This is an optimization exercise on Yosys and OpenROAD, whose aim is small area and a short achievable clock period, not a production implementation.
Function was checked by simulation only, so behaviour that the tests miss may differ from the original.
No activity file was given, so power comes from the tool's default toggle rates.

==> flow/design.v, too long to show whole: its modules and the start of the top module <==
// module mul_fa: 11 lines
// module mul_ha: 10 lines
// module dadda_mul_top: 3374 lines
module dadda_mul_top
(
    input  logic        clk,
    input  logic        arst_n,
    input  logic [31:0] a,
    input  logic [31:0] b,
    output logic [63:0] y
);
  // ...
==> flow/flow/run.sh <==
#!/bin/bash
# standard layout with buf_2 port buffers, a clock tree without dummy loads, and the
# resizer's setup repair aiming for extra slack from placement to clock tree synthesis, for a little
# less after global routing, and for the plain constraints in the rest
set -euo pipefail
P="BUFFER_PORTS_ARGS=-buffer_cell sky130_fd_sc_hd__buf_2"
C="CTS_ARGS=-sink_clustering_enable -repair_clock_nets -dont_use_dummy_load -sink_clustering_size 30 -buf_list {sky130_fd_sc_hd__clkbuf_4 sky130_fd_sc_hd__clkbuf_8}"
bash standard.sh "$P" "$C" SETUP_SLACK_MARGIN=0 floorplan > standard_make_fp.log 2>&1
bash standard.sh "$P" "$C" SETUP_SLACK_MARGIN=13.9 cts > standard_make_cts.log 2>&1
bash standard.sh "$P" "$C" SETUP_SLACK_MARGIN=13.7 grt > standard_make_grt.log 2>&1
bash standard.sh "$P" "$C" SETUP_SLACK_MARGIN=0 finish > standard_make_finish.log 2>&1
==> flow/standard.sh <==
#!/bin/bash
# synth_recipe.tcl (not shown) runs the flow's synth.tcl, then flattens the netlist and writes it again
# the make line also repeats each setting of config.mk as NAME=value (left out here)
make -C /OpenROAD-flow-scripts/flow DESIGN_CONFIG=/design/flow/config.mk WORK_HOME=/design/flow/orfs CLKGATE_MAP_FILE= SYNTH_SCRIPT=/design/flow/synth_recipe.tcl "${@:-finish}"
==> flow/config.mk <==
export PLATFORM = sky130hd
export DESIGN_NAME = dadda_mul_top
export DESIGN_NICKNAME = dadda_mul_top
export VERILOG_FILES = /design/flow/design.v
export SDC_FILE = /design/flow/constraint.sdc
export NUM_CORES = 4
export LEC_CHECK = 0
export ABC_AREA = 1
export ABC_CLOCK_PERIOD_IN_PS = 22000
export CAP_MARGIN = 20
export CORE_MARGIN = 2
export CORE_UTILIZATION = 40
export CTS_BUF_LIST = sky130_fd_sc_hd__clkbuf_4 sky130_fd_sc_hd__clkbuf_8
export PLACE_DENSITY = 0.9
export SLEW_MARGIN = 20
export SYNTH_HIERARCHICAL = 1
export SYNTH_MINIMUM_KEEP_SIZE = 0
==> flow/constraint.sdc <==
create_clock -name core_clock -period 22.0 [get_ports {clk}]
set_input_delay 4.4000 -clock core_clock [delete_from_list [all_inputs] [get_ports {clk}]]
set_output_delay 4.4000 -clock core_clock [all_outputs]
set_load 0.01 [all_outputs]
==> impl_results.md, run 1 <==
* Post-synth ARST share at 0.00813
* Met1 Wirelength at approximately 29 mm
* Int Pwr at 1.98 mW
* CP max-delay cell: fa_1
* Clock sinks at approximately 120
* Input/output buffers at about 130
* Final ANT Viol Nets at 0
* GR Util met2 at 0.387
* Status: finished clean
* Tmin final at between 8000 and 9000 ps
* DRC Markers at 0
* Number of non-clock buffers at between 150 and 200
* Synth Area in XOR/XNOR at 0.183
* Yosys top cell by area: fa_1
* Comb pwr at between 3 and 4 mW
* Maximum vdd drop at 0.0959 mV
* P_leak at 10.4 nW
* Worst-path fanout max at 34
* Worst Setup EP: hy_q[28]
* Sequential cells at 123
* Synth Cell Area at between 0.02 and 0.03 mm²
* Setup crit end kind: flip-flop
* Cell Chain, Critical Path: buf_2, ha_1, nor2_4, buf_4, xnor2_1, o22ai_1, fa_1, fa_1, fa_1, fa_1, fa_1, fa_1
* Hpwl dp at between 50 and 60 mm
* Via count at a little over 20000
* CP max stage delay at roughly 570 ps
* # fillers at about 6000
* Largest net degree at the start of global routing at approximately 40
* Power per cell area at between 150 and 200 mW/mm²
* Worst setup SP type: input pin
* Cell area after layout at 0.0267 mm²
* DR top layer: met5
* Post-CTS sizing at 27
* CP Class: input pin to flip-flop
* Levels on crit path at 12
* Gr busiest metal: met2
* Biggest consumer: combinational cells
* Setup bufs post-CTS at 7
* DRT Pass-1 Iters at 6
* Final std cells w/o fill at between 3000 and 4000
* CTS tree: built
* Seq group at between 0.4 and 0.5 mW
* Top-count cell post-synth: o22ai_1
* P_clk at 0.160 mW
* Complex-gate fraction of the synthesized area at 0.150
==> inputs of run 2 (changes only) <==
--- a/flow/config.mk
+++ b/flow/config.mk
@@ -12,5 +12,5 @@
 export CORE_UTILIZATION = 40
 export CTS_BUF_LIST = sky130_fd_sc_hd__clkbuf_4 sky130_fd_sc_hd__clkbuf_8
-export PLACE_DENSITY = 0.9
+export PLACE_DENSITY = 0.75
 export SLEW_MARGIN = 20
 export SYNTH_HIERARCHICAL = 1
==> impl_results.md, run 2 <==
* Setup crit end kind: flip-flop (unchanged)
* Seq. cell area at 0.00247 mm² (unchanged)
* Core ar. at 0.0619 mm² (unchanged)
* Status: finished clean (unchanged)
* Most frequent cells in the layout: 525 x o22ai_1, 513 x fa_1, 512 x xnor2_1 (was 525 x o22ai_1, 514 x fa_1, 510 x xnor2_1)
* Hold Vio Cnt, Final at 0 (unchanged)
* Final setup vio count at 0 (unchanged)
* Multi-input gate area at 0.0211 mm² (about the same)
* YS warnings at 7 (unchanged)
* Average via count per standard cell at 5.99 (was 6.19)
* Worst-path clk slew at 70 ps (about the same)
* Synth unique cells at 35 (unchanged)
* Gpl congestion at 0.991 (was 0.998)
* Largest regs: hx_q: 57 flops, hy_q: 57 flops, lo_q: 7 flops (unchanged)
* Number of flops mapped to enable cells by yosys at 0 (unchanged)
* Largest net degree at the start of global routing at 41 (unchanged)
* Tmin final at 8180 ps (was 8210 ps)
* Final TNS setup at 0 ps (unchanged)
* GRT Resource Usage Total at 0.247 (was 0.251)
* Total CTS buffers at 17 (unchanged)
* Rel. slew slack at 0.433 (was 0.408)
* Ratio of cells with drive above 1 in the final layout at 0.0970 (was 0.0998)
* Synth Flop Type: dfxtp_1 (unchanged)
* Top-count cell post-synth: o22ai_1 (unchanged)
* Inst Count DP at 3311 (was 3306)
* Initial antenna violation count at 9 (was 8)
* Maximum vdd drop at 0.0939 mV (was 0.0959 mV)
* Vias in the first global route at 20800 (was 21700)
* H-tree depth at 4 (unchanged)
* DRT Pass-1 Iters at 6 (unchanged)
* Die Width at 255 µm (unchanged)
* Final std cells w/o fill at 3334 (was 3337)
* Maxcap violations at 0 (unchanged)
* Pins Over Slew Limit at 0 (unchanged)
* Leading cell types by count after synthesis: 525 x o22ai_1, 514 x fa_1, 512 x xnor2_1, 164 x nand2_1, 162 x inv_1 (unchanged)
* Power per cell area at 151 mW/mm² (was 150 mW/mm²)
* Input/output buffers at 129 (unchanged)
* Clock root buffer master: clkbuf_8 (unchanged)
* Final ANT Viol Nets at 0 (unchanged)
* P_leak at 10.4 nW (about the same)
* DRC Markers at 0 (unchanged)
* Drt total wl at 78.2 mm (was 79.9 mm)
* Unrepaired setup endpoints after global routing: false (unchanged)
* Rows at 91 (unchanged)
* Initial core utilization at 0.407 (unchanged)
* Via count at 20000 (was 20700)
* Clk buf depth at 2 (unchanged)
* Syn_nets at 3193 (unchanged)
* CP arrival at 8580 ps (was 8640 ps)
* Synth top area cells: fa_1 41%, xnor2_1 18%, o22ai_1 13% (unchanged)
* Layout area overhead at 5.81% (was 6.07%)
* Maximum clock frequency at 122 MHz (about the same)
* CP Class: input pin to flip-flop (unchanged)
* Post-synth ARST share at 0.00813 (unchanged)
* Grt ovf at 0 (unchanged)
* DR iter-0 viols at 2380 (was 2599)
* Worst setup SP type: input pin (unchanged)
* # fillers at 5993 (was 5841)
* Nets at 3177 (was 3179)
* Chip Height at 255 µm (unchanged)
* Routed len/inst at 23.5 µm (was 23.9 µm)
* Post-synth top area share at 0.409 (unchanged)
* Synth Cell Area at 0.0252 mm² (unchanged)
* CTS tree: built (unchanged)
* First-pass GRT wire length at 122 mm (was 123 mm)
* Worst endpoint required time at 22400 ps (was 22430 ps)
* Sequential area share after synthesis at 0.0980 (unchanged)
* Fin crit share at 0.372 (was 0.373)
* Avg Cell Area, Syn at 10.0 µm² (unchanged)
* Transition time of the tightest slew-check pin at 850 ps (was 888 ps)
* Hpwl dp at 58.6 mm (was 59.8 mm)
* HP Class: input pin to asynchronous set/reset pin (unchanged)
* Ports at 130 (unchanged)
* Die ar. at 0.0650 mm² (unchanged)
* Seq cells post-synth at 123 (unchanged)
* Cells after Synth at 2512 (unchanged)
* Commonest non-fill, non-tap cell in the layout: o22ai_1 (unchanged)
* Clock sinks at 123 (unchanged)
* Yosys top cell by area: fa_1 (unchanged)
* Worst-path fanout max at 34 (unchanged)
==> run 2: cell counts after synthesis <==
No cell type changed its count.
==> run 2: metal layers <==
layer  routed length (µm)  global-route usage  part of all wire
met5                   76                   0           0.00097
met4                 3930               0.117             0.050
met3                 9190              0.0721              0.12
met2                34700               0.381              0.44
met1                30300               0.319              0.39
==> run 2: cell families after synthesis <==
family | Yosys count | share of synthesized area
compound gates | 612 | 0.150
xor+xnor | 525 | 0.183
fa+ha+maj | 615 | 0.459
buf+inv | 383 | 0.0675
flops | 123 | 0.0980
other cells | 1 | 0.000149
simple gates | 253 | 0.0430
==> run 2: worst max-delay path by stage <==
stage,cells past startpoint,to,start
after floorplan,10,hy_q[31],b[3]
after global placement,13,hy_q[25],b[1]
after detailed placement,13,hy_q[29],b[1]
after CTS,10,hy_q[25],b[7]
after global routing,20,y[53],hx_q[0]
final,12,hy_q[30],b[15]
==> run 2: through the flow <==
step / instance area, µm² / worst slack [ps] / hold WS, ps / power (mW) / utilization
after floorplan: 25200 / 13760 / 4100 / 2.82 / -
final: 26600 / 13820 / 3630 / 4.01 / 0.430
after detailed placement: 26300 / 12910 / 4170 / 3.80 / 0.424
after global routing: 26600 / 13710 / 3620 / 4.47 / 0.430
after global placement: 26300 / 12930 / 4180 / 3.66 / 0.424
after CTS: 26600 / 13890 / 3580 / 4.02 / 0.430
==> run 2: per-module statistics from Yosys (local to each module, per instance) <==
module	flops+latches	cells inside	area, µm²	times used
dadda_mul_top	123	1995	15100	1
mul_fa	0	1	20.0	485
mul_ha	0	1	12.5	32
==> run 2: layout make-up <==
type	instances	share of cell area
Clock buffer	17	0.00878
Multi-Input combinational cell	2006	0.792
Timing Repair Buffer	183	0.0432
Antenna cell	3	0.000282
Tap cell	837	0.0393
Sequential cell	123	0.0926
Timing Repair inverter	1	0.000188
Inverter	164	0.0234
==> run 2: critical path, stage by stage <==
cell     delay, ps
buf_2          110
ha_1           220
nor2_4         110
buf_6          390
xnor2_1        220
o22ai_1        140
fa_1           560
fa_1           500
fa_1           530
fa_1           400
fa_1           520
fa_1           430
==> run 2: what timing repair did <==
action | CTS | global route
setup buffers | 1 | 0
cloned | 1 | 1
hold buffers | 0 | 0
setup endpoints to repair | 42 | 3
gates resized for setup | 26 | 1
==> run 2: power breakdown <==
| group | switching, mW | leakage, nW | internal, mW |
|---|---|---|---|
| sequential | 0.0651 | 1.04 | 0.424 |
| combinational | 1.87 | 9.25 | 1.49 |
| clock | 0.0934 | 0.122 | 0.0675 |
==> inputs of run 3 (changes only) <==
--- a/flow/config.mk
+++ b/flow/config.mk
@@ -10,5 +10,5 @@
 export CAP_MARGIN = 20
 export CORE_MARGIN = 2
-export CORE_UTILIZATION = 40
+export CORE_UTILIZATION = 50
 export CTS_BUF_LIST = sky130_fd_sc_hd__clkbuf_4 sky130_fd_sc_hd__clkbuf_8
 export PLACE_DENSITY = 0.75
==> impl_results.md, run 3 <==
* Pins Over Slew Limit at 0 (unchanged)
* Worst setup SP type: input pin (unchanged)
* Final setup vio count at 0 (unchanged)
* Via count at 20100 (was 20000)
* Tmin final at 8170 ps (was 8180 ps)
* Input/output buffers at 129 (unchanged)
* Status: finished clean (unchanged)
* Routed len/inst at 24.7 µm (was 23.5 µm)
* Rel. slew slack at 0.452 (was 0.433)
* Worst endpoint required time at 22440 ps (was 22400 ps)
* Sequential area share after synthesis at 0.0980 (unchanged)
* Grt ovf at 0 (unchanged)
* Fin crit share at 0.371 (was 0.372)
* Power per cell area at 152 mW/mm² (was 151 mW/mm²)
* Clk buf depth at 2 (unchanged)
* Seq cells post-synth at 123 (unchanged)
* Tot Pwr at 4.01 mW (about the same)
* Die Width at 228 µm (was 255 µm)
* Inst Count DP at 3146 (was 3311)
* GR Util met2 at 0.470 (was 0.381)
* DR iter-0 viols at 2169 (was 2380)
* Avg Cell Area, Syn at 10.0 µm² (unchanged)
* Initial antenna violation count at 3 (was 9)
* Largest regs: hx_q: 57 flops, hy_q: 57 flops, lo_q: 7 flops (unchanged)
* Syn_nets at 3193 (unchanged)
* Largest family of logic cells by synthesized area: adder cells (unchanged)
* DRC Markers at 0 (unchanged)
* Clock root buffer master: clkbuf_8 (unchanged)
* Gpl congestion at 1.00 (was 0.991)
* Clock sinks at 123 (unchanged)
* Number of flops mapped to enable cells by yosys at 0 (unchanged)
* Layout area overhead at 5.01% (was 5.81%)
* H-tree depth at 4 (unchanged)
* HP Class: input pin to asynchronous set/reset pin (unchanged)
* Post-synth top area share at 0.409 (unchanged)
* Transition time of the tightest slew-check pin at 821 ps (was 850 ps)
* Worst-path clk slew at 70 ps (about the same)
* GRT Resource Usage Total at 0.309 (was 0.247)
* P_leak at 10.4 nW (about the same)
* Most frequent cells in the layout: 525 x o22ai_1, 514 x fa_1, 512 x xnor2_1 (was 525 x o22ai_1, 513 x fa_1, 512 x xnor2_1)
* CP arrival at 8610 ps (was 8580 ps)
* Leading cell types by count after synthesis: 525 x o22ai_1, 514 x fa_1, 512 x xnor2_1, 164 x nand2_1, 162 x inv_1 (unchanged)
* Maxcap violations at 0 (unchanged)
* Synth Area in XOR/XNOR at 0.183 (unchanged)
* Worst-path fanout max at 34 (unchanged)
* Unrepaired setup endpoints after global routing: false (unchanged)
* Synth Flop Type: dfxtp_1 (unchanged)
* Initial core utilization at 0.504 (was 0.407)
* First-pass GRT wire length at 123 mm (was 122 mm)
* CTS tree: built (unchanged)
* # fillers at 4466 (was 5993)
* Rows at 82 (was 91)
* Maximum vdd drop at 0.0750 mV (was 0.0939 mV)
* Vias in the first global route at 21400 (was 20800)
* CP Class: input pin to flip-flop (unchanged)
* Post-synth ARST share at 0.00813 (unchanged)
* Die ar. at 0.0522 mm² (was 0.0650 mm²)
* Commonest non-fill, non-tap cell in the layout: o22ai_1 (unchanged)
* M1 GR Usage at 0.407 (was 0.319)
* Met3 GRT Util at 0.0821 (was 0.0721)
* Synth Area in Adders at 0.459 (unchanged)
* Final TNS setup at 0 ps (unchanged)
* Cells after Synth at 2512 (unchanged)
* Top-count cell post-synth: o22ai_1 (unchanged)
* Synth Cell Area at 0.0252 mm² (unchanged)
* Synth top area cells: fa_1 41%, xnor2_1 18%, o22ai_1 13% (unchanged)
* Hpwl dp at 59.7 mm (was 58.6 mm)
* Gr busiest metal: met2 (unchanged)
* Util after Layout at 0.529 (was 0.430)
* Setup crit end kind: flip-flop (unchanged)
* Nets at 3179 (was 3177)
* Synth unique cells at 35 (unchanged)
* Synth Area in Simple Gates at 0.0430 (unchanged)
* Total CTS buffers at 17 (unchanged)
* YS warnings at 7 (unchanged)
* Final ANT Viol Nets at 0 (unchanged)
* Yosys top cell by area: fa_1 (unchanged)
* Chip Height at 228 µm (was 255 µm)
* Core ar. at 0.0500 mm² (was 0.0619 mm²)
* Ports at 130 (unchanged)
* DRT Pass-1 Iters at 6 (unchanged)
* Ratio of cells with drive above 1 in the final layout at 0.0990 (was 0.0970)
* Drt total wl at 78.4 mm (was 78.2 mm)
* Hold Vio Cnt, Final at 0 (unchanged)
* Maximum clock frequency at 122 MHz (about the same)
* Average via count per standard cell at 6.34 (was 5.99)
* Final std cells w/o fill at 3169 (was 3334)
* Fraction of synthesized area in multiplexers at 0 (unchanged)
* Largest net degree at the start of global routing at 41 (unchanged)
* Complex-gate fraction of the synthesized area at 0.150 (unchanged)
## run 3: cell counts after synthesis
No cell type changed its count.
## run 3: area by class of cell
class,instances,area (µm²),share of cell area
multi-input cells,2006,21100,0.799
flip-flops and latches,123,2470,0.0933
repair buffers,185,1140,0.0430
well taps,672,841,0.0318
inverters,164,627,0.0237
clock buffers,17,234,0.00885
repair inverters,1,5.00,0.000189
diodes,1,2.50,0.0000946
## run 3: metrics by stage
step                      instance area (µm²)  setup slack (ps)  hold slack (ps)
after detailed placement                26000             12600             4180
after global placement                  26000             12640             4170
after global routing                    26400             13740             3590
final                                   26400             13830             3610
after CTS                               26400             13900             3550
after floorplan                         25200             13760             4100
## run 3: critical path, stage by stage
cell,delay [ps]
buf_2,120
ha_1,230
nor2_4,110
buf_6,400
xnor2_1,230
o22ai_1,150
fa_1,510
fa_1,480
fa_1,540
fa_1,410
fa_1,550
fa_1,440
## run 3: how the worst max path moves through the flow
stage               start       end  slack [ps]  cells after the start
floorplan            b[3]  hy_q[31]       13760                     10
global placement     b[1]  hy_q[26]       12640                     11
detailed placement   b[1]  hy_q[25]       12600                     11
CTS                 b[17]  hy_q[28]       13900                     12
global route         b[3]  hy_q[31]       13740                     12
finish              b[11]  hy_q[26]       13830                     12
## run 3: kinds of logic after synthesis
family,Yosys count
compound gates,612
simple gates,253
other cells,1
buf+inv,383
xor+xnor,525
flops,123
fa+ha+maj,615
## run 3: metal layers
metal  vias up  routed length, µm
met1     10000              30800
met2      1281              35100
met3       276               8360
met5         -                 18
li1       8541                  -
met4         4               4120
## run 3: what timing repair did
action | CTS | global route
buffers inserted | 4 | 0
pin swaps | 1 | 0
setup endpoints to repair | 60 | 1
gates resized for setup | 25 | 1
hold endpoints to repair | 0 | 0
hold buffers | 0 | 0
gates cloned | 1 | 0
## run 3: report_power, final
group | total, mW | leakage (nW) | switching (mW) | internal (mW)
clock network | 0.161 | 0.122 | 0.0933 | 0.0676
registers | 0.486 | 1.04 | 0.0628 | 0.424
logic | 3.36 | 9.25 | 1.87 | 1.49
total | 4.01 | 10.4 | 2.03 | 1.98
## run 3: Yosys stat by module, one instance, submodules excluded
| module | flip-flops and latches | area [µm²] |
|---|---|---|
| dadda_mul_top | 123 | 15100 |
| mul_fa | 0 | 20.0 |
| mul_ha | 0 | 12.5 |
==> inputs of run 4 (changes only) <==
--- a/flow/config.mk
+++ b/flow/config.mk
@@ -8,10 +8,10 @@
 export ABC_AREA = 1
 export ABC_CLOCK_PERIOD_IN_PS = 22000
-export CAP_MARGIN = 20
+export CAP_MARGIN = 5
 export CORE_MARGIN = 2
-export CORE_UTILIZATION = 50
+export CORE_UTILIZATION = 40
 export CTS_BUF_LIST = sky130_fd_sc_hd__clkbuf_4 sky130_fd_sc_hd__clkbuf_8
 export PLACE_DENSITY = 0.75
-export SLEW_MARGIN = 20
+export SLEW_MARGIN = 5
 export SYNTH_HIERARCHICAL = 1
 export SYNTH_MINIMUM_KEEP_SIZE = 0
==> impl_results.md, run 4 <==
* Clock root buffer master: clkbuf_8 (unchanged)
* Post-synth ARST share at 0.00813 (unchanged)
* Initial antenna violation count at 9 (was 3)
* First-pass GRT wire length at 122 mm (was 123 mm)
* Vias in the first global route at 20800 (was 21400)
* Avg Cell Area, Syn at 10.0 µm² (unchanged)
* Seq pwr share at 0.122 (was 0.121)
* Final setup vio count at 0 (unchanged)
* DRT Pass-1 Iters at 6 (unchanged)
* Synth unique cells at 35 (unchanged)
* HP Class: input pin to asynchronous set/reset pin (unchanged)
* Die Width at 255 µm (was 228 µm)
* CTS tree: built (unchanged)
* Total CTS buffers at 17 (unchanged)
* DR iter-0 viols at 2380 (was 2169)
* Complex-gate fraction of the synthesized area at 0.150 (unchanged)
* Commonest non-fill, non-tap cell in the layout: o22ai_1 (unchanged)
* Power per cell area at 151 mW/mm² (was 152 mW/mm²)
* Int Pwr at 1.99 mW (was 1.98 mW)
* Worst setup SP type: input pin (unchanged)
* Maximum clock frequency at 122 MHz (about the same)
* P_leak at 10.4 nW (about the same)
* Top-count cell post-synth: o22ai_1 (unchanged)
* Input/output buffers at 129 (unchanged)
* Maxcap violations at 0 (unchanged)
* CP startpoint: b[15] (was b[11])
* Drt total wl at 78.2 mm (was 78.4 mm)
* Synth Area in Simple Gates at 0.0430 (unchanged)
* DRC Markers at 0 (unchanged)
* Clock sinks at 123 (unchanged)
* CP max stage delay at 560 ps (was 550 ps)
* Grt ovf at 0 (unchanged)
* Yosys top cell by area: fa_1 (unchanged)
* Sequential area share after synthesis at 0.0980 (unchanged)
* Final ANT Viol Nets at 0 (unchanged)
* Unrepaired setup endpoints after global routing: false (unchanged)
* Fraction of synthesized area in multiplexers at 0 (unchanged)
* GRT Resource Usage Total at 0.247 (was 0.309)
* Worst path bufs/invs at 2 (unchanged)
* Layout area overhead at 5.81% (was 5.01%)
* Die ar. at 0.0650 mm² (was 0.0522 mm²)
* Seq cells post-synth at 123 (unchanged)
* Cell Chain, Critical Path: buf_2, ha_1, nor2_4, buf_6, xnor2_1, o22ai_1, fa_1, fa_1, fa_1, fa_1, fa_1, fa_1 (unchanged)
* Nets at 3177 (was 3179)
* H-tree depth at 4 (unchanged)
* Ports at 130 (unchanged)
* Leading cell types by count after synthesis: 525 x o22ai_1, 514 x fa_1, 512 x xnor2_1, 164 x nand2_1, 162 x inv_1 (unchanged)
* Final TNS setup at 0 ps (unchanged)
* Family with the most delay on the worst path: adder cells (unchanged)
* CP max-delay cell: fa_1 (unchanged)
* Tmin final at 8180 ps (was 8170 ps)
* Ratio of cells with drive above 1 in the final layout at 0.0970 (was 0.0990)
* Rel. slew slack at 0.433 (was 0.452)
* Number of flops mapped to enable cells by yosys at 0 (unchanged)
* Rows at 91 (was 82)
* Clk buf depth at 2 (unchanged)
* YS warnings at 7 (unchanged)
* CP most frequent cell: fa_1 (unchanged)
* Hold Vio Cnt, Final at 0 (unchanged)
* Core ar. at 0.0619 mm² (was 0.0500 mm²)
* Syn_nets at 3193 (unchanged)
* Switching pwr at 2.03 mW (about the same)
* Average via count per standard cell at 5.99 (was 6.34)
* CP arrival at 8580 ps (was 8610 ps)
* Setup ws final at 13820 ps (was 13830 ps)
* Synth Flop Type: dfxtp_1 (unchanged)
* Largest family of logic cells by synthesized area: adder cells (unchanged)
* Post-synth top area share at 0.409 (unchanged)
* Initial core utilization at 0.407 (was 0.504)
* Status: finished clean (unchanged)
* Most frequent cells in the layout: 525 x o22ai_1, 513 x fa_1, 512 x xnor2_1 (was 525 x o22ai_1, 514 x fa_1, 512 x xnor2_1)
* Tot Pwr at 4.01 mW (about the same)
* Worst endpoint required time at 22400 ps (was 22440 ps)
* Largest net degree at the start of global routing at 41 (unchanged)
* Fin crit share at 0.372 (was 0.371)
* Synth top area cells: fa_1 41%, xnor2_1 18%, o22ai_1 13% (unchanged)
* Worst-path clk slew at 70 ps (about the same)
* Pins Over Slew Limit at 0 (unchanged)
* Cells after Synth at 2512 (unchanged)
* Maximum vdd drop at 0.0939 mV (was 0.0750 mV)
* Synth Cell Area at 0.0252 mm² (unchanged)
* Pre-CTS setup slack at 12910 ps (was 12600 ps)
* Util after Layout at 0.430 (was 0.529)
* Synth Area in XOR/XNOR at 0.183 (unchanged)
* Hpwl dp at 58.6 mm (was 59.7 mm)
* Gpl congestion at 0.991 (was 1.00)
* Via count at 20000 (was 20100)
* Largest regs: hx_q: 57 flops, hy_q: 57 flops, lo_q: 7 flops (unchanged)
* Routed len/inst at 23.5 µm (was 24.7 µm)
* Switch share at 0.505 (was 0.506)
* # fillers at 5993 (was 4466)
* Setup crit end kind: flip-flop (unchanged)
* CP Class: input pin to flip-flop (unchanged)
* Gate power share at 0.838 (was 0.839)
* Worst-path fanout max at 34 (unchanged)
* Chip Height at 255 µm (was 228 µm)
* Transition time of the tightest slew-check pin at 850 ps (was 821 ps)
* Synth Area in Adders at 0.459 (unchanged)
* Clk pwr share at 0.040 (about the same)
[run 4: cell counts after synthesis]
No cell type changed its count.
[run 4: kinds of logic after synthesis]
group                      Yosys count
adders and majority gates          615
AOI/OAI and AO/OA                  612
xor gates and xnor gates           525
buffers and inverters              383
and+or+nand+nor                    253
DFF                                123
other                                1
[run 4: per-layer routing]
layer / vias up / track usage / wire (µm)
met1: 9778 / 0.319 / 30300
met5: - / 0 / 76
li1: 8543 / - / -
met4: 14 / 0.117 / 3930
met2: 1372 / 0.381 / 34700
met3: 263 / 0.0721 / 9190
[run 4: modules after synthesis, one instance, submodules excluded]
module | area, µm² | copies in the design | flops+latches | cells inside
dadda_mul_top | 15100 | 1 | 123 | 1995
mul_fa | 20.0 | 485 | 0 | 1
mul_ha | 12.5 | 32 | 0 | 1
[run 4: worst max-delay path by stage]
stage / cells after the start / slack, ps / end
after floorplan: 10 / 13760 / hy_q[31]
after global placement: 13 / 12930 / hy_q[25]
after detailed placement: 13 / 12910 / hy_q[29]
after CTS: 10 / 13890 / hy_q[25]
after global routing: 20 / 13710 / y[53]
final: 12 / 13820 / hy_q[30]
[run 4: cell type report]
cell class,count,area (µm²),area share
timing repair inverter,1,5.00,0.000188
clock buffer,17,234,0.00878
timing repair buffer,183,1150,0.0432
sequential,123,2470,0.0926
inverter,164,623,0.0234
antenna,3,7.51,0.000282
multi-input combinational,2006,21100,0.792
tap,837,1050,0.0393
[run 4: what timing repair did]
| action | CTS | global route |
|---|---|---|
| endpoints found under the setup margin | 42 | 3 |
| hold buffers | 0 | 0 |
| gates resized for setup | 26 | 1 |
| setup buffers | 1 | 0 |
| gates cloned | 1 | 1 |
| pin swaps | 0 | 0 |
| endpoints found under the hold margin | 0 | 0 |
[run 4: per-stage QoR]
step                      hold WS [ps]  instances  instance area (µm²)
after floorplan                   4100       2512                25200
after global placement            4180       3311                26300
after detailed placement          4170       3311                26300
after CTS                         3580       3330                26600
after global routing              3620       3333                26600
final                             3630       3334                26600
[run 4: power groups by stage]
stage          sequential (mW)  combinational, mW  clock (mW)
3_5_place_dp             0.493               3.31           0
2_1_floorplan            0.472               2.35           0
5_1_grt                  0.501               3.80       0.172
4_1_cts                  0.490               3.36       0.167
6_report                 0.489               3.36       0.161
3_3_place_gp             0.492               3.16           0
==> inputs of run 5 (changes only) <==
--- a/flow/flow/run.sh
+++ b/flow/flow/run.sh
@@ -7,5 +7,5 @@
 C="CTS_ARGS=-sink_clustering_enable -repair_clock_nets -dont_use_dummy_load -sink_clustering_size 30 -buf_list {sky130_fd_sc_hd__clkbuf_4 sky130_fd_sc_hd__clkbuf_8}"
 bash standard.sh "$P" "$C" SETUP_SLACK_MARGIN=0 floorplan > standard_make_fp.log 2>&1
-bash standard.sh "$P" "$C" SETUP_SLACK_MARGIN=13.9 cts > standard_make_cts.log 2>&1
-bash standard.sh "$P" "$C" SETUP_SLACK_MARGIN=13.7 grt > standard_make_grt.log 2>&1
+bash standard.sh "$P" "$C" SETUP_SLACK_MARGIN=14.1 cts > standard_make_cts.log 2>&1
+bash standard.sh "$P" "$C" SETUP_SLACK_MARGIN=13.9 grt > standard_make_grt.log 2>&1
 bash standard.sh "$P" "$C" SETUP_SLACK_MARGIN=0 finish > standard_make_finish.log 2>&1
--- a/flow/config.mk
+++ b/flow/config.mk
@@ -8,10 +8,9 @@
 export ABC_AREA = 1
 export ABC_CLOCK_PERIOD_IN_PS = 22000
-export CAP_MARGIN = 5
+export CAP_MARGIN = 20
 export CORE_MARGIN = 2
 export CORE_UTILIZATION = 40
 export CTS_BUF_LIST = sky130_fd_sc_hd__clkbuf_4 sky130_fd_sc_hd__clkbuf_8
-export PLACE_DENSITY = 0.75
-export SLEW_MARGIN = 5
+export SLEW_MARGIN = 20
 export SYNTH_HIERARCHICAL = 1
 export SYNTH_MINIMUM_KEEP_SIZE = 0
==> impl_results.md, run 5 <==
* Status: finished clean (unchanged)
* Synth Flop Type: dfxtp_1 (unchanged)
* Syn_nets at 3193 (unchanged)
* First-pass GRT wire length at 129 mm (was 122 mm)
* Hold Vio Cnt, Final at 0 (unchanged)
* Inst Count DP at 3319 (was 3311)
* Transition time of the tightest slew-check pin at 832 ps (was 850 ps)
* CP startpoint: a[18] (was b[15])
* Synth Cell Area at 0.0252 mm² (unchanged)
* Gpl congestion at 0.960 (was 0.991)
* Leading cell types by count after synthesis: 525 x o22ai_1, 514 x fa_1, 512 x xnor2_1, 164 x nand2_1, 162 x inv_1 (unchanged)
* Final ANT Viol Nets at 0 (unchanged)
* Drt total wl at 84.1 mm (was 78.2 mm)
* Core ar. at 0.0619 mm² (unchanged)
* Clock sinks at 123 (unchanged)
* Rows at 91 (unchanged)
* Grt ovf at 0 (unchanged)
* Sequential area share after synthesis at 0.0980 (unchanged)
* Maximum clock frequency at 124 MHz (was 122 MHz)
* Yosys top cell by area: fa_1 (unchanged)
* Tmin final at 8030 ps (was 8180 ps)
* Synth top area cells: fa_1 41%, xnor2_1 18%, o22ai_1 13% (unchanged)
* Fin crit share at 0.365 (was 0.372)
* Seq cells post-synth at 123 (unchanged)
* Post-synth top area share at 0.409 (unchanged)
* CP Class: input pin to flip-flop (unchanged)
* Power per cell area at 147 mW/mm² (was 151 mW/mm²)
* Most frequent cells in the layout: 522 x o22ai_1, 511 x xnor2_1, 505 x fa_1 (was 525 x o22ai_1, 513 x fa_1, 512 x xnor2_1)
* DRT Pass-1 Iters at 7 (was 6)
* Worst hold slack at 3600 ps (was 3630 ps)
* Ports at 130 (unchanged)
* Worst endpoint required time at 22420 ps (was 22400 ps)
* Pins Over Slew Limit at 0 (unchanged)
* Final std cells w/o fill at 3387 (was 3334)
* Average via count per standard cell at 5.93 (was 5.99)
* Rel. slew slack at 0.445 (was 0.433)
* Post-synth ARST share at 0.00813 (unchanged)
* Avg Cell Area, Syn at 10.0 µm² (unchanged)
* Commonest non-fill, non-tap cell in the layout: o22ai_1 (unchanged)
* YS warnings at 7 (unchanged)
* Cells after Synth at 2512 (unchanged)
* H-tree depth at 4 (unchanged)
* Final setup vio count at 0 (unchanged)
* Via count at 20100 (was 20000)
* Input/output buffers at 129 (unchanged)
* Setup crit end kind: flip-flop (unchanged)
* Worst-path clk slew at 70 ps (about the same)
* Final TNS setup at 0 ps (unchanged)
* Die Width at 255 µm (unchanged)
* Clk buf depth at 2 (unchanged)
* Maximum vdd drop at 0.0847 mV (was 0.0939 mV)
* Util after Layout at 0.445 (was 0.430)
* Layout area overhead at 9.51% (was 5.81%)
* Total CTS buffers at 17 (unchanged)
* DR iter-0 viols at 2121 (was 2380)
* Routed len/inst at 24.8 µm (was 23.5 µm)
* CTS tree: built (unchanged)
* Die ar. at 0.0650 mm² (unchanged)
* GRT Resource Usage Total at 0.268 (was 0.247)
* # fillers at 5913 (was 5993)
* # hold bufs at CTS at 0 (unchanged)
* Synth unique cells at 35 (unchanged)
* P_leak at 10.9 nW (was 10.4 nW)
* Number of flops mapped to enable cells by yosys at 0 (unchanged)
* Worst-path fanout max at 18 (was 34)
* Worst setup SP type: input pin (unchanged)
* Initial antenna violation count at 7 (was 9)
* Tot Pwr at 4.05 mW (was 4.01 mW)
* Chip Height at 255 µm (unchanged)
* Unrepaired setup endpoints after global routing: false (unchanged)
* Nets at 3229 (was 3177)
* DRC Markers at 0 (unchanged)
* Vias in the first global route at 21400 (was 20800)
* Largest net degree at the start of global routing at 39 (was 41)
* Top-count cell post-synth: o22ai_1 (unchanged)
* Hpwl dp at 61.9 mm (was 58.6 mm)
* HP Class: input pin to asynchronous set/reset pin (unchanged)
* Largest regs: hx_q: 57 flops, hy_q: 57 flops, lo_q: 7 flops (unchanged)
* Ratio of cells with drive above 1 in the final layout at 0.124 (was 0.0970)
* Maxcap violations at 0 (unchanged)
* Initial core utilization at 0.407 (unchanged)
* Clock root buffer master: clkbuf_8 (unchanged)
* CP arrival at 8450 ps (was 8580 ps)
==> run 5: changes by cell type in the layout (fill, tap and decap cells not counted), moves of 5 or more <==
| cell | delta |
|---|---|
| buf_6 | +5 |
| buf_4 | +30 |
| bufbuf_16 | +9 |
| fa_1 | -8 |
| buf_2 | -5 |
| buf_12 | +12 |
| fa_2 | +8 |
==> run 5: kinds of logic after synthesis <==
logic type	synth area share
AOI/OAI and AO/OA	0.150
xor gates and xnor gates	0.183
DFF	0.0980
other	0.000149
buffers and inverters	0.0675
and+or+nand+nor	0.0430
adders and majority gates	0.459
==> run 5: per-layer routing <==
layer / vias up / GRT usage / routed length, µm
met5: - / 0 / 81
met3: 206 / 0.0678 / 8320
li1: 8643 / - / -
met1: 10100 / 0.357 / 34300
met4: 12 / 0.121 / 3860
met2: 1175 / 0.410 / 37500
==> run 5: report_power, final <==
part           switching, mW  total (mW)  internal (mW)
combinational           1.88        3.40           1.52
clock                 0.0963       0.164         0.0676
sequential            0.0614       0.485          0.423
total                   2.04        4.05           2.01
==> run 5: stage by stage <==
step / setup slack [ps] / area, µm²
4_1_cts: 14100 / 27600
3_3_place_gp: 12890 / 26300
5_1_grt: 13910 / 27600
6_report: 13970 / 27600
3_5_place_dp: 12850 / 26300
2_1_floorplan: 13760 / 25200
==> run 5: Yosys stat by module (local to each module, per instance) <==
module	flops+latches	cells	area (µm²)
mul_fa	0	1	20.0
mul_ha	0	1	12.5
dadda_mul_top	123	1995	15100
==> run 5: timing repair <==
action | 4_1_cts | 5_1_grt
buffers inserted | 37 | 0
resized for setup | 103 | 2
pin swaps | 31 | 0
setup endpoints to repair | 84 | 1
gates cloned | 10 | 0
==> run 5: area by class of cell <==
cell class / instances / area (µm²) / area share
multi-input combinational: 2006 / 21200 / 0.769
sequential: 123 / 2470 / 0.0895
timing repair buffer: 236 / 1970 / 0.0714
tap: 837 / 1050 / 0.0380
inverter: 164 / 629 / 0.0228
clock buffer: 17 / 234 / 0.00848
antenna: 4 / 10.0 / 0.000363
==> run 5: critical path, cell delays in order <==
cell and delay, ps:
buf_2 550, xnor2_1 230, o22ai_2 240, fa_1 500, fa_1 530, fa_1 560
fa_2 370, fa_1 590, fa_1 440
==> run 5: path summary, 6_finish.rpt <==
kind,to,slack (ps)
hold / removal,vld_q,3600
max in group asynchronous,vld_q,18320
setup / recovery,hy_q[26],13970
min in group core_clock,lo_q[0],4500
==> inputs of run 6 (changes only) <==
--- a/flow/flow/run.sh
+++ b/flow/flow/run.sh
@@ -7,5 +7,5 @@
 C="CTS_ARGS=-sink_clustering_enable -repair_clock_nets -dont_use_dummy_load -sink_clustering_size 30 -buf_list {sky130_fd_sc_hd__clkbuf_4 sky130_fd_sc_hd__clkbuf_8}"
 bash standard.sh "$P" "$C" SETUP_SLACK_MARGIN=0 floorplan > standard_make_fp.log 2>&1
-bash standard.sh "$P" "$C" SETUP_SLACK_MARGIN=14.1 cts > standard_make_cts.log 2>&1
-bash standard.sh "$P" "$C" SETUP_SLACK_MARGIN=13.9 grt > standard_make_grt.log 2>&1
+bash standard.sh "$P" "$C" SETUP_SLACK_MARGIN=13.8 cts > standard_make_cts.log 2>&1
+bash standard.sh "$P" "$C" SETUP_SLACK_MARGIN=13.6 grt > standard_make_grt.log 2>&1
 bash standard.sh "$P" "$C" SETUP_SLACK_MARGIN=0 finish > standard_make_finish.log 2>&1
==> impl_results.md, run 6 <==
* Leading cell types by count after synthesis: 525 x o22ai_1, 514 x fa_1, 512 x xnor2_1, 164 x nand2_1, 162 x inv_1 (unchanged)
* Layout area overhead at 5.72% (was 9.51%)
* Tot Pwr at 3.98 mW (was 4.05 mW)
* Maximum vdd drop at 0.0948 mV (was 0.0847 mV)
* Initial core utilization at 0.407 (unchanged)
* Die Width at 255 µm (unchanged)
* Cells after Synth at 2512 (unchanged)
* # fillers at 6006 (was 5913)
* Nets at 3182 (was 3229)
* Most frequent cells in the layout: 525 x o22ai_1, 514 x fa_1, 512 x xnor2_1 (was 522 x o22ai_1, 511 x xnor2_1, 505 x fa_1)
* CTS tree: built (unchanged)
* DRT Pass-1 Iters at 6 (was 7)
* Final TNS setup at 0 ps (unchanged)
* Input/output buffers at 129 (unchanged)
* Clock root buffer master: clkbuf_8 (unchanged)
* Synth Flop Type: dfxtp_1 (unchanged)
* Rows at 91 (unchanged)
* Power per cell area at 149 mW/mm² (was 147 mW/mm²)
* Worst path bufs/invs at 3 (was 1)
* Largest net degree at the start of global routing at 41 (was 39)
* Ports at 130 (unchanged)
* # hold bufs at CTS at 0 (unchanged)
* Via count at 19800 (was 20100)
* Core ar. at 0.0619 mm² (unchanged)
* Average via count per standard cell at 5.93 (about the same)
* Top-count cell post-synth: o22ai_1 (unchanged)
* Transition time of the tightest slew-check pin at 823 ps (was 832 ps)
* Util after Layout at 0.430 (was 0.445)
* Die ar. at 0.0650 mm² (unchanged)
* Maximum clock frequency at 121 MHz (was 124 MHz)
* Drt total wl at 81.2 mm (was 84.1 mm)
* Setup crit end kind: flip-flop (unchanged)
* Unrepaired setup endpoints after global routing: false (unchanged)
* Avg Cell Area, Syn at 10.0 µm² (unchanged)
* Total CTS buffers at 17 (unchanged)
* Vias in the first global route at 20900 (was 21400)
* YS warnings at 7 (unchanged)
* DR iter-0 viols at 1858 (was 2121)
* Clk buf depth at 2 (unchanged)
* Final std cells w/o fill at 3340 (was 3387)
* Synth Area in XOR/XNOR at 0.183 (unchanged)
* Tmin final at 8270 ps (was 8030 ps)
* Hold Vio Cnt, Final at 0 (unchanged)
* Fin crit share at 0.376 (was 0.365)
* Cell area after layout at 0.0266 mm² (was 0.0276 mm²)
* CP max-delay cell: fa_1 (unchanged)
* Cell Chain, Critical Path: buf_2, buf_12, ha_1, nor2_4, buf_12, xnor2_1, o22ai_1, fa_1, fa_1, fa_1, fa_1, fa_1, fa_1 (was buf_2, xnor2_1, o22ai_2, fa_1, fa_1, fa_1, fa_2, fa_1, fa_1)
* Synth top area cells: fa_1 41%, xnor2_1 18%, o22ai_1 13% (unchanged)
* Chip Height at 255 µm (unchanged)
* Post-synth top area share at 0.409 (unchanged)
* Initial antenna violation count at 8 (was 7)
* Placed cell areas at 0.0263 mm² (unchanged)
* Synth Area in Simple Gates at 0.0430 (unchanged)
* Seq. cell area at 0.00247 mm² (unchanged)
* Synth Cell Area at 0.0252 mm² (unchanged)
* Pins Over Slew Limit at 0 (unchanged)
* Grt ovf at 0 (unchanged)
* Complex-gate fraction of the synthesized area at 0.150 (unchanged)
* H-tree depth at 4 (unchanged)
* CP arrival at 8680 ps (was 8450 ps)
* Setup bufs post-CTS at 0 (was 37)
* Worst endpoint required time at 22410 ps (was 22420 ps)
* First-pass GRT wire length at 126 mm (was 129 mm)
* DRC Markers at 0 (unchanged)
* GRT Resource Usage Total at 0.258 (was 0.268)
* Syn_nets at 3193 (unchanged)
* Clock sinks at 123 (unchanged)
* Family with the most delay on the worst path: adder cells (unchanged)
* Final ANT Viol Nets at 0 (unchanged)
* Number of flops mapped to enable cells by yosys at 0 (unchanged)
* Largest regs: hx_q: 57 flops, hy_q: 57 flops, lo_q: 7 flops (unchanged)
* Maxcap violations at 0 (unchanged)
* Ratio of cells with drive above 1 in the final layout at 0.0972 (was 0.124)
* CP most frequent cell: fa_1 (unchanged)
* CP startpoint: b[1] (was a[18])
* Seq cells post-synth at 123 (unchanged)
* Fraction of synthesized area in multiplexers at 0 (unchanged)
* Synth unique cells at 35 (unchanged)
* Routed len/inst at 24.3 µm (was 24.8 µm)
* Synth Area in Adders at 0.459 (unchanged)
* Sequential area share after synthesis at 0.0980 (unchanged)
* Yosys top cell by area: fa_1 (unchanged)
* Largest family of logic cells by synthesized area: adder cells (unchanged)
* Status: finished clean (unchanged)
* CP max stage delay at 560 ps (was 590 ps)
* Inst Count DP at 3319 (unchanged)
* CP Class: input pin to flip-flop (unchanged)
* Hpwl dp at 61.9 mm (unchanged)
* Worst-path clk slew at 70 ps (about the same)
* Multi-input gate area at 0.0211 mm² (was 0.0212 mm²)
* Rel. slew slack at 0.451 (was 0.445)
* Gpl congestion at 0.960 (unchanged)
* Worst setup SP type: input pin (unchanged)
* P_leak at 10.4 nW (was 10.9 nW)
* Post-synth ARST share at 0.00813 (unchanged)
* Commonest non-fill, non-tap cell in the layout: o22ai_1 (unchanged)
* HP Class: input pin to asynchronous set/reset pin (unchanged)
* Worst-path fanout max at 40 (was 18)
* Final setup vio count at 0 (unchanged)
## run 6: cell types whose count changed in the layout (fill, tap and decap cells not counted), sizes merged
cell,delta
buf,-38
bufbuf,-10
clkinvlp,-3
inv,+3
clkbuf,+1
## run 6: per-module statistics from Yosys, one instance, submodules excluded
module	cells	flip-flops and latches	area, µm²	times used
mul_ha	1	0	12.5	32
mul_fa	1	0	20.0	485
dadda_mul_top	1995	123	15100	1
## run 6: final cells by class
class	count	area share
multi-input cells	2006	0.792
flip-flops and latches	123	0.0927
repair buffers	189	0.0435
well taps	837	0.0393
inverters	164	0.0231
clock buffers	17	0.00879
diodes	4	0.000376
## run 6: final timing paths
| kind | endpoint | slack, ps | depth (start not counted) |
|---|---|---|---|
| max | hy_q[26] | 13730 | 13 |
| min | vld_q | 3600 | 1 |
| max in group asynchronous | vld_q | 18310 | 1 |
| min in group core_clock | lo_q[0] | 4420 | 3 |
## run 6: layer usage
| metal | up-vias | wire, µm | global-route usage |
|---|---|---|---|
| li1 | 8543 | - | - |
| met1 | 9896 | 33700 | 0.352 |
| met2 | 1126 | 36100 | 0.397 |
| met3 | 217 | 8100 | 0.0636 |
| met4 | 14 | 3210 | 0.100 |
| met5 | - | 98 | 0 |
## run 6: cells by family after synthesis
family          after synthesis
compound gates              612
xor+xnor                    525
fa+ha+maj                   615
buf+inv                     383
flops                       123
other cells                   1
simple gates                253
## run 6: through the flow
step / setup slack (ps) / hold WS [ps]
final: 13730 / 3600
after global routing: 13600 / 3570
after CTS: 13810 / 3550
after detailed placement: 12850 / 4180
after global placement: 12890 / 4170
after floorplan: 13760 / 4100
## run 6: report_power, final
part	leakage (nW)	internal [mW]	switching, mW
sequential	1.04	0.423	0.0613
clock	0.122	0.0676	0.0967
combinational	9.27	1.47	1.86
total	10.4	1.96	2.01
## run 6: what timing repair did
action / 4_1_cts / 5_1_grt
endpoints found under the setup margin: 31 / 2
resized for setup: 17 / 2
endpoints found under the hold margin: 0 / 0
pin swaps: 0 / 0
gates cloned: 0 / 0

==> separate check: timing with driven ports <==
The flow's constraints put no driver on any port. The routed layouts listed below were extracted and timed again, unchanged, in two steps. Step 1 (the two cells are an assumption about what drives the block):
set clk [get_ports {clk}]
set_driving_cell -lib_cell sky130_fd_sc_hd__clkbuf_16 $clk
set_driving_cell -lib_cell sky130_fd_sc_hd__buf_2 [delete_from_list [all_inputs] $clk]
Step 2 times the ports against the registers' clock, not the clock port: input delays grow and output delays shrink by t, the midpoint of the rising clock arrivals with the driver on. a / b / c = no drivers / after step 1 / after step 2; a / b = the first two.
run	t (ns)	slack for setup (ns)	worst hold slack (ns)	worst register clock-pin slew, ns	worst data-port slew with drivers (ns)
run 1	0.591	13.788 / 13.814 / 13.223	3.629 / 3.601 / 4.192	0.08 / 0.08	0.10
run 2	0.572	13.820 / 13.823 / 13.251	3.635 / 3.607 / 4.179	0.09 / 0.09	0.09
run 3	0.617	13.832 / 13.849 / 13.231	3.613 / 3.579 / 4.197	0.09 / 0.09	0.07
run 4	0.572	13.820 / 13.823 / 13.251	3.635 / 3.607 / 4.179	0.09 / 0.09	0.09
run 5	0.619	13.967 / 13.957 / 13.338	3.601 / 3.564 / 4.183	0.11 / 0.11	0.08
run 6	0.619	13.735 / 13.770 / 13.152	3.603 / 3.566 / 4.185	0.11 / 0.11	0.07
After both steps setup and hold are still met in every run listed. For run 5, which loses most, drivers alone change the setup slack by -0.010 ns; drivers and shift together by -0.629 ns.
